This is an optimization exercise on Yosys and OpenROAD, whose aim is small area, a short achievable clock period and few clock cycles per item, not a production implementation.
Where RTL was checked, it was by simulation tests only, not by an equivalence proof against the original.
No activity file was given, so power comes from the tool's default toggle rates.

==> inputs of v13 <==
## keyframe_tangent_unit
module keyframe_tangent_unit
#(
   parameter int FRAC_BITS = 16
)
(
   input  wire logic        clock,
   input  wire logic        reset,
   input  wire logic        csr_wen,
   input  wire logic [1:0]  csr_wdata,    
   input  wire logic        req_tvalid,
   output logic             req_tready,
   input  wire logic [63:0] req_tdata,    
   input  wire logic        req_tlast,
   output logic             rsp_tvalid,
   input  wire logic        rsp_tready,
   output logic [63:0]      rsp_tdata,    
   output logic [9:0]       rsp_tuser,    
   output logic             rsp_tlast
);
clock: 11.0 ns
lec_check: 0
cap_margin: 20
core_margin: 2
core_utilization: 40
place_density: 0.6
slew_margin: 20
standard.sh (not shown) runs the stock make flow with config.mk's settings and CLKGATE_MAP_FILE= SYNTH_SCRIPT=/design/flow/synth_recipe.tcl, a recipe that flattens the netlist after the stock synthesis.
==> flow/flow/run.sh <==
#!/bin/bash
# Standard layout, with repair_timing aiming below the design's period.
set -o pipefail
export SETUP_SLACK_MARGIN=7
bash standard.sh > standard.log 2>&1
==> inputs of v23, as changes to v13 <==
--- a/flow/design.v
+++ b/flow/design.v
@@ -40,82 +40,54 @@
       neg = sum1[32];
       mag = neg ? ~sum0[31:0] : sum1[31:0];
       zero = pp[32];
    end
 endmodule
 `default_nettype wire
 `timescale 1ns / 1ps
 `default_nettype none
-module kft_divstep
-(
-   input  wire logic [31:0] rem,
-   input  wire logic [31:0] quo,
-   input  wire logic [31:0] den,
-   output logic             can_skip,
-   output logic             ge,
-   output logic [31:0]      rem_step,
-   output logic [31:0]      quo_step,
-   output logic [31:0]      rem_skip,
-   output logic [31:0]      quo_skip
-);
-   logic [31:0] lead;    
-   logic [31:0] mask;
-   logic [33:0] diff;
-   always_comb begin
-      lead[31] = den[31];
-      for (int j = 30; j >= 0; j--) begin
-         lead[j] = lead[j + 1] | den[j];
-      end
-      for (int i = 0; i < 32; i++) begin
-         mask[i] = (i + 5 <= 31) ? ~lead[(i + 5 <= 31) ? i + 5 : 31] : 1'b1;
-      end
-      can_skip = lead[4] && ~|(rem & mask);
-      diff = {1'b0, rem, quo[31]} - {2'b00, den};
-      ge = ~diff[33];
-      rem_step = ge ? diff[31:0] : {rem[30:0], quo[31]};
-      quo_step = {quo[30:0], ge};
-      rem_skip = {rem[27:0], quo[31:28]};
-      quo_skip = {quo[27:0], 4'b0000};
-   end
-endmodule
-`default_nettype wire
-`timescale 1ns / 1ps
-`default_nettype none
 module kft_divstep4
 (
    input  wire logic [31:0] rem,
    input  wire logic [31:0] quo,
    input  wire logic [31:0] den,
    input  wire logic [33:0] den3,
    output logic             can_skip,
+   output logic             can_skip8,
    output logic [1:0]       digit,
    output logic [31:0]      rem_step,
    output logic [31:0]      quo_step,
    output logic [31:0]      rem_skip,
-   output logic [31:0]      quo_skip
+   output logic [31:0]      quo_skip,
+   output logic [31:0]      rem_skip8,
+   output logic [31:0]      quo_skip8
 );
    logic [31:0] lead;    
-   logic [31:0] mask;
+   logic [31:0] mask, mask8;
    logic [33:0] t;
    logic [34:0] d1, d2, d3;
    logic        ge1, ge2, ge3;
+   kft_add #(.W(35)) u_s1 (.a({1'b0, rem, quo[31:30]}), .b(~{3'b000, den}), .cin(1'b1), .sum(d1));
+   kft_add #(.W(35)) u_s2 (.a({1'b0, rem, quo[31:30]}), .b(~{2'b00, den, 1'b0}), .cin(1'b1), .sum(d2));
+   kft_add #(.W(35)) u_s3 (.a({1'b0, rem, quo[31:30]}), .b(~{1'b0, den3}), .cin(1'b1), .sum(d3));
    always_comb begin
       lead[31] = den[31];
       for (int j = 30; j >= 0; j--) begin
          lead[j] = lead[j + 1] | den[j];
       end
       for (int i = 0; i < 32; i++) begin
          mask[i] = (i + 5 <= 31) ? ~lead[(i + 5 <= 31) ? i + 5 : 31] : 1'b1;
       end
       can_skip = lead[4] && ~|(rem & mask);
+      for (int i = 0; i < 32; i++) begin
+         mask8[i] = (i + 9 <= 31) ? ~lead[(i + 9 <= 31) ? i + 9 : 31] : 1'b1;
+      end
+      can_skip8 = lead[8] && ~|(rem & mask8);
       t = {rem, quo[31:30]};
-      d1 = {1'b0, t} - {3'b000, den};
-      d2 = {1'b0, t} - {2'b00, den, 1'b0};
-      d3 = {1'b0, t} - {1'b0, den3};
       ge1 = ~d1[34];
       ge2 = ~d2[34];
       ge3 = ~d3[34];
       if (ge3) begin
          digit = 2'd3;
          rem_step = d3[31:0];
       end else if (ge2) begin
          digit = 2'd2;
@@ -125,16 +97,49 @@
          rem_step = d1[31:0];
       end else begin
          digit = 2'd0;
          rem_step = t[31:0];
       end
       quo_step = {quo[29:0], digit};
       rem_skip = {rem[27:0], quo[31:28]};
       quo_skip = {quo[27:0], 4'b0000};
+      rem_skip8 = {rem[23:0], quo[31:24]};
+      quo_skip8 = {quo[23:0], 8'h00};
+   end
+endmodule
+`default_nettype wire
+`timescale 1ns / 1ps
+`default_nettype none
+module kft_add
+#(
+   parameter int W = 35
+)
+(
+   input  wire logic [W-1:0] a,
+   input  wire logic [W-1:0] b,
+   input  wire logic         cin,
+   output logic [W-1:0]      sum
+);
+   logic [W-1:0] p, g, gp, pp;
+   always_comb begin
+      p = a ^ b;
+      g = a & b;
+      gp = g;
+      pp = p;
+      gp[0] = g[0] | (p[0] & cin);
+      for (int l = 0; l < $clog2(W); l++) begin
+         for (int i = 0; i < W; i++) begin
+            if (((i >> l) & 1) == 1) begin
+               gp[i] = gp[i] | (pp[i] & gp[((i >> l) << l) - 1]);
+               pp[i] = pp[i] & pp[((i >> l) << l) - 1];
+            end
+         end
+      end
+      sum = p ^ {gp[W-2:0], cin};
    end
 endmodule
 `default_nettype wire
 `timescale 1ns / 1ps
 `default_nettype none
 module keyframe_tangent_unit
 #(
    parameter int FRAC_BITS = 16
@@ -149,57 +154,62 @@
    input  wire logic [63:0] req_tdata,    
    input  wire logic        req_tlast,
    output logic             rsp_tvalid,
    input  wire logic        rsp_tready,
    output logic [63:0]      rsp_tdata,    
    output logic [9:0]       rsp_tuser,    
    output logic             rsp_tlast
 );
-   typedef enum logic [2:0] {S_PLAN, S_TIN, S_M2, S_M3, S_M4, S_DIV} state_type;
+   typedef enum logic [2:0] {S_PLAN, S_TIN, S_M2, S_M3, S_M4, S_DIV, S_FIX} state_type;
    typedef enum logic [1:0] {K_TIN, K_LIN, K_SM, K_RAT} kind_type;
    localparam logic [1:0] SEL_NK = 2'd0, SEL_KP = 2'd1, SEL_NP = 2'd2;
    logic [1:0]  mode_ff;
    logic [31:0] pt_ff, pv_ff, kt_ff, kv_ff, nt_ff, nv_ff;
    logic        hasp_ff, hask_ff, hasn_ff;
    logic [1:0]  kmode_ff, nmode_ff;
    logic        klast_ff, nlast_ff;
    logic        sx1_ff, sy1_ff, zx1_ff, zy1_ff;    
    state_type   state_ff;
    kind_type    kind_ff;
    logic [1:0]  xsel_ff, ysel_ff;
    logic [31:0] rem_ff, den_ff;
    logic [5:0]  cnt_ff;
-   logic        neg_ff, first_ff, dz_ff, tin0_ff;
+   logic        neg_ff, first_ff, ovf_ff, dz_ff, tin0_ff;
    logic        sok_ff, al4_ff, zsm_ff;
    logic        hiseg_ff;                          
    logic [31:0] odhi_ff, odlo_ff;
    logic        ov_ff, olast_ff;
    logic [1:0]  omode_ff;
    logic [31:0] xf, xs, yf, ys, xmag, ymag;
    logic        xneg, xzero, yneg, yzero;
-   logic        can_skip;
+   logic        can_skip, can_skip8, do_skip8;
    logic [1:0]  digit;
-   logic [31:0] rem_step, quo_step, rem_skip, quo_skip;
+   logic [31:0] rem_step, quo_step, rem_skip, quo_skip, rem_skip8, quo_skip8;
    logic [33:0] den3_ff;
    logic        den3ok_ff;
    kft_absdiff u_x (.f(xf), .s(xs), .mag(xmag), .neg(xneg), .zero(xzero));
    kft_absdiff u_y (.f(yf), .s(ys), .mag(ymag), .neg(yneg), .zero(yzero));
    kft_divstep4 u_div (
       .rem(rem_ff), .quo(odlo_ff), .den(den_ff), .den3(den3_ff), .can_skip(can_skip),
+      .can_skip8(can_skip8), .rem_skip8(rem_skip8), .quo_skip8(quo_skip8),
       .digit(digit),
       .rem_step(rem_step), .quo_step(quo_step), .rem_skip(rem_skip), .quo_skip(quo_skip)
    );
    logic        hasn_eff, ready, wr_ok, is_lin, is_const, need_tin, smooth_full, smooth_ok;
    logic [1:0]  m;
    logic        first_move, plan_go, plan_tin, plan_lin, plan_sm, plan_simple;
    logic        zero_res, adv, adv_r;
    logic        do_skip, ovf_now, div_last, rc1, rc2, dysmall;
-   logic [29:0] nq;
+   logic [31:0] nq;
+   logic        fix_neg, fin;
    logic        den_load, stall;
+   logic [33:0] den3;
+   kft_add #(.W(34)) u_den3 (.a({2'b00, den_ff}), .b({1'b0, den_ff, 1'b0}), .cin(1'b0), .sum(den3));
+   kft_add #(.W(32)) u_nq (.a(~odlo_ff), .b(32'd0), .cin(1'b1), .sum(nq));
    logic [31:0] tq, tin;
    always_comb begin
       hasn_eff = hasn_ff && !klast_ff;
       ready = hask_ff && (hasn_eff || klast_ff);
       wr_ok = !ov_ff || rsp_tready;
       m = hasn_eff ? nmode_ff : kmode_ff;
       is_lin = (m == kft_pkg::MODE_LINEAR);
       is_const = (m == kft_pkg::MODE_CONST);
@@ -216,57 +226,60 @@
       adv = plan_simple || plan_lin || zero_res || ((state_ff == S_M4) && !zsm_ff);
       adv_r = ((state_ff == S_PLAN) && ready && !ov_ff && !need_tin && !smooth_full) ||
               zero_res || ((state_ff == S_M4) && !zsm_ff);
       xf = (xsel_ff == SEL_KP) ? kt_ff : nt_ff;
       xs = (xsel_ff == SEL_NK) ? kt_ff : pt_ff;
       yf = (ysel_ff == SEL_KP) ? kv_ff : nv_ff;
       ys = (ysel_ff == SEL_NK) ? kv_ff : pv_ff;
       smooth_ok = !zx1_ff && !zy1_ff && !xzero && !yzero && ((sx1_ff ^ sy1_ff) == (xneg ^ yneg));
-      do_skip = can_skip && (cnt_ff >= 6'd6);
+      do_skip8 = can_skip8 && (cnt_ff >= 6'd10);
+      do_skip = do_skip8 || (can_skip && (cnt_ff >= 6'd6));
       stall = !do_skip && !den3ok_ff;
-      ovf_now = first_ff && digit[1];
-      div_last = !do_skip && !stall && ((cnt_ff == 6'd2) || ovf_now);
-      nq = 30'd0 - odlo_ff[29:0];
-      if (dz_ff) begin
+      ovf_now = first_ff && digit[1] && !do_skip && !stall;
+      div_last = ovf_ff || (!do_skip && !stall && (cnt_ff == 6'd2));
+      fix_neg = neg_ff && !dz_ff && !ovf_ff && (kind_ff != K_RAT);
+      if (state_ff == S_FIX) begin
+         tq = nq;
+      end else if (dz_ff) begin
          tq = 32'd0;
-      end else if (ovf_now) begin
+      end else if (ovf_ff) begin
          tq = neg_ff ? 32'h8000_0000 : kft_pkg::TAN_INF;
-      end else if (neg_ff) begin
-         tq = (digit != 2'd0) ? {~odlo_ff[29:0], 2'd0 - digit} : {nq, 2'b00};
       end else begin
          tq = {odlo_ff[29:0], digit};
       end
       tin = tin0_ff ? 32'd0 : odhi_ff;
+      fin = ((state_ff == S_DIV) && div_last && !fix_neg && (kind_ff != K_RAT)) ||
+            (state_ff == S_FIX);
       dysmall = (den_ff[31:2] == 30'd0) && (den_ff[1:0] != 2'b11);
-      rc1 = ovf_now || ((odlo_ff[1:0] == 2'd1) && digit[1]);
-      rc2 = !ovf_now && (odlo_ff[1:0] == 2'd0) && !digit[1];
+      rc1 = (digit == 2'd3);
+      rc2 = (digit == 2'd0);
       den_load = ((state_ff == S_PLAN) && plan_lin) || (state_ff == S_TIN) ||
                  ((state_ff == S_M2) && sok_ff) || ((state_ff == S_M4) && !zsm_ff);
    end
    function automatic logic [63:0] align(input logic [31:0] mag, input logic x4,
                                          input logic ratio);
       if (ratio) begin
-         align = {1'b0, mag, 31'd0};
+         align = {mag, 32'd0};
       end else if (x4) begin
          align = {14'd0, mag, 18'd0};
       end else begin
          align = {16'd0, mag, 16'd0};
       end
    endfunction
    always_ff @(posedge clock) begin
       if (csr_wen) begin
          mode_ff <= csr_wdata;
       end
       if (ov_ff && rsp_tready) begin
          ov_ff <= 1'b0;
       end
       xsel_ff <= SEL_NK;
       ysel_ff <= SEL_NK;
-      den3_ff <= {2'b00, den_ff} + {1'b0, den_ff, 1'b0};
+      den3_ff <= den3;
       den3ok_ff <= !den_load;
       if (plan_go && !need_tin && hasn_eff) begin
          sx1_ff <= xneg;  sy1_ff <= yneg;
          zx1_ff <= xzero; zy1_ff <= yzero;
       end
       if (plan_simple || zero_res) begin
          ov_ff <= 1'b1;
          olast_ff <= plan_simple && !hasn_eff;
@@ -315,16 +328,17 @@
                ysel_ff <= SEL_KP;
             end else if (plan_lin) begin
                {rem_ff, odlo_ff} <= align(ymag, 1'b0, 1'b0);
                den_ff <= xmag;
                dz_ff <= xzero;
                neg_ff <= xneg ^ yneg;
                cnt_ff <= 6'd32;
                first_ff <= 1'b1;
+               ovf_ff <= 1'b0;
                tin0_ff <= !hasp_ff;
                kind_ff <= K_LIN;
                state_ff <= S_DIV;
             end else if (plan_sm) begin
                sok_ff <= smooth_ok;
                state_ff <= S_M2;
                xsel_ff <= SEL_NP;
                ysel_ff <= SEL_NP;
@@ -332,16 +346,17 @@
          end
          S_TIN: begin
             {rem_ff, odlo_ff} <= align(ymag, 1'b0, 1'b0);
             den_ff <= xmag;
             dz_ff <= xzero;
             neg_ff <= xneg ^ yneg;
             cnt_ff <= 6'd32;
             first_ff <= 1'b1;
+               ovf_ff <= 1'b0;
             kind_ff <= K_TIN;
             state_ff <= S_DIV;
          end
          S_M2: begin
             if (!sok_ff) begin
                state_ff <= S_PLAN;
             end else begin
                den_ff <= ymag;
@@ -351,85 +366,99 @@
             end
          end
          S_M3: begin
             if (dz_ff) begin
                state_ff <= S_PLAN;
             end else begin
                {rem_ff, odlo_ff} <= align(ymag, 1'b0, 1'b1);
                dz_ff <= 1'b0;
-               cnt_ff <= 6'd4;
+               cnt_ff <= 6'd2;
                first_ff <= 1'b1;
+               ovf_ff <= 1'b0;
                kind_ff <= K_RAT;
                state_ff <= S_DIV;
             end
          end
          S_M4: begin
             if (!zsm_ff) begin
                {rem_ff, odlo_ff} <= align(ymag, al4_ff, 1'b0);
                den_ff <= xmag;
                dz_ff <= 1'b0;
                neg_ff <= xneg ^ yneg;
                cnt_ff <= 6'd32;
                first_ff <= 1'b1;
+               ovf_ff <= 1'b0;
                kind_ff <= K_SM;
                state_ff <= S_DIV;
             end else begin
                state_ff <= S_PLAN;
             end
          end
          S_DIV: begin
-            if (do_skip) begin
+            if (ovf_now) begin
+               ovf_ff <= 1'b1;
+            end
+            if (do_skip8) begin
+               first_ff <= 1'b0;
+               rem_ff <= rem_skip8;
+               odlo_ff <= quo_skip8;
+               cnt_ff <= cnt_ff - 6'd8;
+            end else if (do_skip) begin
                first_ff <= 1'b0;
                rem_ff <= rem_skip;
                odlo_ff <= quo_skip;
                cnt_ff <= cnt_ff - 6'd4;
             end else if (!stall) begin
                first_ff <= 1'b0;
                rem_ff <= rem_step;
                odlo_ff <= quo_step;
                cnt_ff <= cnt_ff - 6'd2;
             end
-            if (div_last) begin
-               unique case (kind_ff)
-                  K_RAT: begin
-                     zsm_ff <= rc2 && dysmall;
-                     al4_ff <= !(rc1 && dysmall) && (rc1 || rc2);
-                     xsel_ff <= SEL_NP;
-                     ysel_ff <= rc1 ? (dysmall ? SEL_NP : SEL_NK) : (rc2 ? SEL_KP : SEL_NP);
-                     state_ff <= S_M4;
-                  end
-                  K_TIN: begin
-                     odhi_ff <= tq;
-                     hiseg_ff <= 1'b1;
-                     state_ff <= S_PLAN;
-                  end
-                  K_LIN: begin
-                     ov_ff <= 1'b1;
-                     omode_ff <= kft_pkg::MODE_LINEAR;
-                     olast_ff <= 1'b0;
-                     odhi_ff <= tq;
-                     odlo_ff <= tin;
-                     hiseg_ff <= 1'b1;
-                     state_ff <= S_PLAN;
-                  end
-                  default: begin
-                     ov_ff <= 1'b1;
-                     omode_ff <= kft_pkg::MODE_SMOOTH;
-                     olast_ff <= 1'b0;
-                     odhi_ff <= tq;
-                     odlo_ff <= tq;
-                     hiseg_ff <= 1'b0;
-                     state_ff <= S_PLAN;
-                  end
-               endcase
+            if (div_last && fix_neg) begin
+               state_ff <= S_FIX;
+            end
+            if (div_last && (kind_ff == K_RAT)) begin
+               zsm_ff <= rc2 && dysmall;
+               al4_ff <= !(rc1 && dysmall) && (rc1 || rc2);
+               xsel_ff <= SEL_NP;
+               ysel_ff <= rc1 ? (dysmall ? SEL_NP : SEL_NK) : (rc2 ? SEL_KP : SEL_NP);
+               state_ff <= S_M4;
             end
          end
+         S_FIX: begin
+            state_ff <= S_PLAN;
+         end
          default: state_ff <= S_PLAN;
       endcase
+      if (fin) begin
+         state_ff <= S_PLAN;
+         unique case (kind_ff)
+            K_TIN: begin
+               odhi_ff <= tq;
+               hiseg_ff <= 1'b1;
+            end
+            K_LIN: begin
+               ov_ff <= 1'b1;
+               omode_ff <= kft_pkg::MODE_LINEAR;
+               olast_ff <= 1'b0;
+               odhi_ff <= tq;
+               odlo_ff <= tin;
+               hiseg_ff <= 1'b1;
+            end
+            default: begin
+               ov_ff <= 1'b1;
+               omode_ff <= kft_pkg::MODE_SMOOTH;
+               olast_ff <= 1'b0;
+               odhi_ff <= tq;
+               odlo_ff <= tq;
+               hiseg_ff <= 1'b0;
+            end
+         endcase
+      end
       if (req_tvalid && req_tready) begin
          nt_ff <= req_tdata[31:0];
          nv_ff <= req_tdata[63:32];
          nmode_ff <= mode_ff;
          nlast_ff <= req_tlast;
          hasn_ff <= 1'b1;
       end
       if (reset) begin
==> flow/flow/run.sh (replaced) <==
#!/bin/bash
# Standard layout, with repair_timing aiming below the design's period.
set -o pipefail
export SETUP_SLACK_MARGIN=6
bash standard.sh > standard.log 2>&1
==> comparison <==
Of v23 and v13, v23 has the higher sequential share of layout area (gap 7.1 points). In v13 the clock-buffer cell count is higher than in v23, by 1. Against v13, the critical path depth of v23 is lower by 4. In v23 the fmax is smaller than in v13, by about 4.5%. Of v23 and v13, v13 has the higher area after synthesis (gap 6.9%, measured against v13). Against v13, the sequential cell count of v23 is higher by 1. In v13 the core utilization is higher than in v23, by 7.4 points. Against v13, the final area of v23 is lower by 20%. Against v23, the clock skew of v13 is higher by 7.9 ps. In v23 the wire length is smaller than in v13, by 22%. Against v13, the synthesized cell count of v23 is smaller by 12%.
==> figures <==
Status: v13 complete, no violations; v23 complete, no violations
Fraction of power consumed by sequential logic: v13 0.321; v23 0.334
Transition time at the pin with the least slew margin: v13 1353 ps; v23 1189 ps
Maximum single-stage delay on the critical path: v13 470 ps; v23 390 ps
Area of the die: v13 0.08172 mm²; v23 0.07615 mm²
Number of clock sinks seen by CTS: v13 396; v23 397
Number of CTS-inserted buffers: v13 50; v23 48
Via count: v13 30900; v23 25000
Total inserted antenna cells: v13 2; v23 0
Clock buffers: v13 60; v23 59
Average cell area after synthesis: v13 9.082 µm²; v23 9.558 µm²
Fill cells: v13 6812; v23 6919
Area added between synthesis and finish: v13 35.91%; v23 17.11%
Drt first-iter violations: v13 3393; v23 2655
Met2 layer wire length in the routed design: v13 55.76 mm; v23 43.94 mm
Part of the power in the clock network: v13 0.301; v23 0.254
Routed wl met3: v13 10.50 mm; v23 7.562 mm
Share of the cycle needed by the critical path after routing: v13 0.4308; v23 0.4514
Synthesized instance count: v13 3499; v23 3095
GRT met2 Usage: v13 0.4513; v23 0.3940
Launch instance of the worst register-to-register path: v13 den_ff[8]$_DFFE_PP_; v23 ysel_ff[1]$_SDFF_PP0_
Power density normalized to cell area: v13 143.6 mW/mm²; v23 187.6 mW/mm²
M1 WL: v13 49.89 mm; v23 41.76 mm
Testbench counts of v23, summed over its fixed seeds: cycles 54,347, items 8,035.
Only the layout flow was run in v13; the RTL was not checked for function there.

[afterwards: timing with drivers on the ports]
Ports are ideal in the flow. The routed layouts listed here were re-timed in OpenROAD. Step 1, drivers: a clkbuf_16 drives clock and a buf_2 each remaining input, both assumed. Step 2 times the ports against the registers' clock, not the clock port: input delays grow and output delays shrink by t, the midpoint of the rising clock arrivals with the driver on. a / b / c = no drivers / after step 1 / after step 2; a / b = the first two.
run | t (ns) | setup WS [ns] | worst setup path after step 2 | slew at the worst register clock pin (ns) | pins driven straight from the clock port
v13 | 0.677 | 6.261 / 6.242 / 6.070 | input to register | 0.07 / 0.07 | 1
v23 | 0.665 | 6.035 / 6.035 / 5.628 | input to register | 0.07 / 0.07 | 1
After both steps every run listed still meets setup and hold. The setup slack of v23, which loses most, moves by 0.000 ns with the drivers and by -0.407 ns with both steps.
